This is an optimization exercise on Yosys and OpenROAD, whose aim is small area, a short achievable clock period and few clock cycles, not a production implementation.
Where RTL was checked, it was by simulation tests only, not by an equivalence proof against the original.

v6:
==> flow/design.v <==
module ram_stream_buffer #(
  parameter int DATA_WIDTH = 128,
  parameter int ADDR_WIDTH = 8,
  parameter int ENT_NUM    = 16,
  parameter int CNT_WIDTH  = 5,
  parameter int BYTE_W     = 4
) (
  input  logic                    clk,
  input  logic                    rst_n,
  input  logic                    ctrl_vld,
  output logic                    ctrl_rdy,
  input  logic [ADDR_WIDTH-1:0]   ctrl_start_addr,
  input  logic [CNT_WIDTH-1:0]    ctrl_ent_num,
  input  logic                    ctrl_dir,
  input  logic [BYTE_W-1:0]       ctrl_start_byte,
  input  logic [BYTE_W-1:0]       ctrl_end_byte,
  output logic                    ram_read_vld,
  output logic [ADDR_WIDTH-1:0]   ram_read_addr,
  input  logic                    ram_read_rdy,
  input  logic                    ram_rsp_vld,
  input  logic [DATA_WIDTH-1:0]   ram_rsp_data,
  output logic                    mxu_vld,
  output logic [DATA_WIDTH-1:0]   mxu_data,
  output logic [DATA_WIDTH/8-1:0] mxu_byte_en,
  output logic                    mxu_last,
  input  logic                    mxu_rdy,
  output logic                    busy,
  output logic                    done
);
  localparam int NBYTES = DATA_WIDTH / 8;
  localparam int ARR_N  = ENT_NUM - 1;      
  localparam int PW     = $clog2(ENT_NUM + 1);
  logic                  act_v;
  logic [ADDR_WIDTH-1:0] act_addr;      
  logic                  act_dir;
  logic [CNT_WIDTH-1:0]  act_rem;       
  logic                  act_last;      
  logic                  slot_v;
  logic [ADDR_WIDTH-1:0] slot_addr;
  logic                  slot_dir;
  logic [CNT_WIDTH-1:0]  slot_num;
  logic                  rvld_q;
  logic [PW-1:0]         pend_q;        
  logic [PW-1:0]         outst_q;       
  logic                  outst_nz_q;
  logic                  fv;
  logic [BYTE_W-1:0]     f_sb, f_eb;
  logic [CNT_WIDTH-1:0]  f_left;        
  logic                  f_first, f_last;
  logic [BYTE_W-1:0]     q_sb  [2];
  logic [BYTE_W-1:0]     q_eb  [2];
  logic [CNT_WIDTH-1:0]  q_nm1 [2];
  logic                  q_wp, q_rp;
  logic                  q_ge1, q_ge2;  
  logic [DATA_WIDTH-1:0] arr [ARR_N];
  logic [ARR_N-1:0]      wptr_q, rptr_q;   
  logic                  arr_ne_q;         
  logic                  arr_one;          
  logic                  head_v;
  logic [DATA_WIDTH-1:0] head_data;
  logic [NBYTES-1:0]     head_be;
  logic                  head_last;
  logic                  zpend_q;       
  logic                  done_q;
  logic                  ctrl_rdy_q, busy_q;
  logic accept, acc_zero, acc_real;
  assign accept   = ctrl_vld & ctrl_rdy_q;
  assign acc_zero = accept & (ctrl_ent_num == '0);
  assign acc_real = accept & (ctrl_ent_num != '0);
  logic fire, act_fin, act_free, act_load_slot, act_load_ctrl, act_v_d, slot_v_d;
  logic [PW-1:0] pend_d, outst_d;
  logic pop, push, hload;
  assign fire          = rvld_q & ram_read_rdy;
  assign act_fin       = fire & act_last;
  assign act_free      = ~act_v | act_fin;
  assign act_load_slot = act_free & slot_v;
  assign act_load_ctrl = act_free & acc_real;
  assign act_v_d       = act_load_slot | act_load_ctrl | (act_v & ~act_fin);
  assign slot_v_d      = (slot_v | acc_real) & ~act_free;
  assign pop     = head_v & mxu_rdy;
  always_comb begin
    case ({fire, pop})
      2'b10:   pend_d = pend_q + PW'(1);
      2'b01:   pend_d = pend_q - PW'(1);
      default: pend_d = pend_q;
    endcase
    case ({fire, push})
      2'b10:   outst_d = outst_q + PW'(1);
      2'b01:   outst_d = outst_q - PW'(1);
      default: outst_d = outst_q;
    endcase
  end
  assign arr_one = |(wptr_q & {rptr_q[ARR_N-2:0], rptr_q[ARR_N-1]});
  logic pend_ok_d, outst_nz_d, arr_ne_d;
  always_comb begin
    case ({fire, pop})
      2'b10:   pend_ok_d = (pend_q != PW'(ENT_NUM - 1));
      2'b01:   pend_ok_d = 1'b1;
      default: pend_ok_d = (pend_q != PW'(ENT_NUM));
    endcase
    case ({fire, push})
      2'b10:   outst_nz_d = 1'b1;
      2'b01:   outst_nz_d = (outst_q != PW'(1));
      default: outst_nz_d = outst_nz_q;
    endcase
    case ({push, hload})
      2'b10:   arr_ne_d = 1'b1;
      2'b01:   arr_ne_d = ~arr_one;
      default: arr_ne_d = arr_ne_q;
    endcase
  end
  assign push   = ram_rsp_vld & outst_nz_q;
  assign hload  = arr_ne_q & (~head_v | mxu_rdy);
  logic fpop, f_free, f_from_q, f_from_ctrl, q_push, fv_d;
  assign fpop        = hload & f_last;
  assign f_free      = ~fv | fpop;
  assign f_from_q    = f_free & q_ge1;
  assign f_from_ctrl = f_free & ~q_ge1 & acc_real;
  assign q_push      = acc_real & ~f_from_ctrl;
  assign fv_d        = f_from_q | f_from_ctrl | (fv & ~fpop);
  logic q_ge1_d, q_ge2_d;
  assign q_ge1_d = q_ge2 | (q_ge1 & ~f_from_q) | q_push;
  assign q_ge2_d = (q_ge2 & ~f_from_q) | (q_ge1 & q_push & ~f_from_q);
  logic [NBYTES-1:0] f_be;
  for (genvar b = 0; b < NBYTES; b++) begin : g_be
    assign f_be[b] = (!f_first || (BYTE_W'(b) >= f_sb)) &&
                     (!f_last  || (BYTE_W'(b) <= f_eb));
  end
  logic [DATA_WIDTH-1:0] arr_rd;
  always_comb begin
    arr_rd = '0;
    for (int i = 0; i < ARR_N; i++)
      arr_rd = arr_rd | (arr[i] & {DATA_WIDTH{rptr_q[i]}});
  end
  logic idle, zdone, zpend_d, rdy_d;
  assign idle    = ~fv & ~head_v;
  assign zdone   = idle & (zpend_q | acc_zero);
  assign zpend_d = (zpend_q | acc_zero) & ~idle;
  assign rdy_d   = ~slot_v_d & ~q_ge2_d & ~zpend_d;
  assign ctrl_rdy      = ctrl_rdy_q;
  assign busy          = busy_q;
  assign ram_read_vld  = rvld_q;
  assign ram_read_addr = act_addr;
  assign mxu_vld       = head_v;
  assign mxu_data      = head_data;
  assign mxu_byte_en   = head_be;
  assign mxu_last      = head_last;
  assign done          = done_q;
  always_ff @(posedge clk or negedge rst_n) begin
    if (!rst_n) begin
      act_v      <= 1'b0;
      act_addr   <= '0;
      act_dir    <= 1'b0;
      act_rem    <= '0;
      act_last   <= 1'b0;
      slot_v     <= 1'b0;
      slot_addr  <= '0;
      slot_dir   <= 1'b0;
      slot_num   <= '0;
      rvld_q     <= 1'b0;
      pend_q     <= '0;
      outst_q    <= '0;
      outst_nz_q <= 1'b0;
      fv         <= 1'b0;
      f_sb       <= '0;
      f_eb       <= '0;
      f_left     <= '0;
      f_first    <= 1'b0;
      f_last     <= 1'b0;
      q_wp       <= 1'b0;
      q_rp       <= 1'b0;
      q_ge1      <= 1'b0;
      q_ge2      <= 1'b0;
      wptr_q     <= ARR_N'(1);
      rptr_q     <= ARR_N'(1);
      arr_ne_q   <= 1'b0;
      head_v     <= 1'b0;
      head_be    <= '0;
      head_last  <= 1'b0;
      zpend_q    <= 1'b0;
      done_q     <= 1'b0;
      ctrl_rdy_q <= 1'b1;
      busy_q     <= 1'b0;
    end else begin
      if (act_load_slot) begin
        act_addr <= slot_addr;
        act_dir  <= slot_dir;
        act_rem  <= slot_num;
        act_last <= (slot_num == CNT_WIDTH'(1));
      end else if (act_load_ctrl) begin
        act_addr <= ctrl_start_addr;
        act_dir  <= ctrl_dir;
        act_rem  <= ctrl_ent_num;
        act_last <= (ctrl_ent_num == CNT_WIDTH'(1));
      end else if (fire) begin
        act_addr <= act_dir ? act_addr - ADDR_WIDTH'(1) : act_addr + ADDR_WIDTH'(1);
        act_rem  <= act_rem - CNT_WIDTH'(1);
        act_last <= (act_rem == CNT_WIDTH'(2));
      end
      act_v <= act_v_d;
      if (acc_real & ~act_free) begin
        slot_addr <= ctrl_start_addr;
        slot_dir  <= ctrl_dir;
        slot_num  <= ctrl_ent_num;
      end
      slot_v     <= slot_v_d;
      pend_q     <= pend_d;
      rvld_q     <= act_v_d & pend_ok_d;
      outst_q    <= outst_d;
      outst_nz_q <= outst_nz_d;
      if (q_push)   q_wp <= ~q_wp;
      if (f_from_q) q_rp <= ~q_rp;
      q_ge1 <= q_ge1_d;
      q_ge2 <= q_ge2_d;
      fv    <= fv_d;
      if (f_from_q) begin
        f_sb    <= q_sb[q_rp];
        f_eb    <= q_eb[q_rp];
        f_left  <= q_nm1[q_rp];
        f_last  <= (q_nm1[q_rp] == '0);
        f_first <= 1'b1;
      end else if (f_from_ctrl) begin
        f_sb    <= ctrl_start_byte;
        f_eb    <= ctrl_end_byte;
        f_left  <= ctrl_ent_num - CNT_WIDTH'(1);
        f_last  <= (ctrl_ent_num == CNT_WIDTH'(1));
        f_first <= 1'b1;
      end else if (hload) begin
        f_left  <= f_left - CNT_WIDTH'(1);
        f_last  <= (f_left == CNT_WIDTH'(1));
        f_first <= 1'b0;
      end
      if (push)  wptr_q <= {wptr_q[ARR_N-2:0], wptr_q[ARR_N-1]};
      if (hload) rptr_q <= {rptr_q[ARR_N-2:0], rptr_q[ARR_N-1]};
      arr_ne_q <= arr_ne_d;
      head_v   <= hload | (head_v & ~mxu_rdy);
      if (hload) begin
        head_be   <= f_be;
        head_last <= f_last;
      end
      zpend_q    <= zpend_d;
      done_q     <= (pop & head_last) | zdone;
      ctrl_rdy_q <= rdy_d;
      busy_q     <= ~rdy_d;
    end
  end
  always_ff @(posedge clk) begin
    if (q_push) begin
      q_sb[q_wp]  <= ctrl_start_byte;
      q_eb[q_wp]  <= ctrl_end_byte;
      q_nm1[q_wp] <= ctrl_ent_num - CNT_WIDTH'(1);
    end
  end
  always_ff @(posedge clk) begin
    if (hload) head_data <= arr_rd;
  end
  for (genvar i = 0; i < ARR_N; i++) begin : g_arr
    always_ff @(posedge clk) begin
      if (push & wptr_q[i]) arr[i] <= ram_rsp_data;
    end
  end
endmodule
export LEC_CHECK = 0
export ABC_CLOCK_PERIOD_IN_PS = 2400
export CAP_MARGIN = 20
export CORE_MARGIN = 2
export CORE_UTILIZATION = 60
export CTS_CLUSTER_DIAMETER = 60
export CTS_CLUSTER_SIZE = 25
export SETUP_SLACK_MARGIN = 2.6
export SLEW_MARGIN = 20
create_clock -name core_clock -period 5.0 [get_ports {clk}]
run.sh (not shown) runs the stock make flow with config.mk's settings and CLKGATE_MAP_FILE= SYNTH_SCRIPT=/design/flow/synth_recipe.tcl, a recipe that flattens the netlist after the stock synthesis.
diff inputs: v6 => v7
--- a/flow/design.v
+++ b/flow/design.v
@@ -252,7 +252,7 @@
     end
   end
   always_ff @(posedge clk) begin
-    if (hload) head_data <= arr_rd;
+    head_data <= (arr_rd & {DATA_WIDTH{hload}}) | (head_data & {DATA_WIDTH{~hload}});
   end
   for (genvar i = 0; i < ARR_N; i++) begin : g_arr
     always_ff @(posedge clk) begin
Notes after the runs:
[compare] base=v6 new=v7: sequential share of layout area barely changed, clock-buffer cell count fell by about 5.6%, setup slack on the worst flop-to-flop path now larger, final cycle utilization of the critical path increased 1.4 points. Looking only at routed wire length on met2, and setting everything else aside, the lower value of v7 and v6 goes to v7. The flow did not stop early for v7: all stages ran, and the layout cleared the timing, design-rule and antenna checks. Compared v6 against v7; starting utilization of the core area within noise. As far as post-detailed-route via-to-cell ratio is concerned, v6 and v7 perform about the same. Worst endpoint data arrival time in v7 is 0.07 ns higher than in v6.
Testbench counts of v7, summed over its fixed seeds: cycles 6,083.
Only the layout flow was run in v6; the RTL was not checked for function there.

==> what the ideal ports hide <==
How much do the figures lean on ideal ports? The routed layouts below were timed once more, with nothing changed but the port constraints. Step 1, drivers: a clkbuf_16 drives clk and a buf_2 each remaining input, both assumed. Step 2 moves the port delays by t, midway between the first and last clock arrival at a register: inputs arrive t later, outputs are due t later. That takes back most of the time a late clock gives input paths. Three values: ideal ports, drivers, drivers and shift; two values: the first two.
run	t (ns)	slack for setup (ns)	hold WS [ns]	worst setup path after step 2	slew at the worst register clock pin (ns)
v6	0.863	2.512 / 2.429 / 1.869	0.275 / 0.219 / 0.476	input to register	0.09 / 0.09
v7	0.847	2.441 / 2.368 / 1.755	0.069 / 0.056 / 0.455	input to register	0.09 / 0.09
After both steps setup and hold are still met in every run listed. For v7, which loses most, drivers alone change the setup slack by -0.073 ns; drivers and shift together by -0.686 ns.
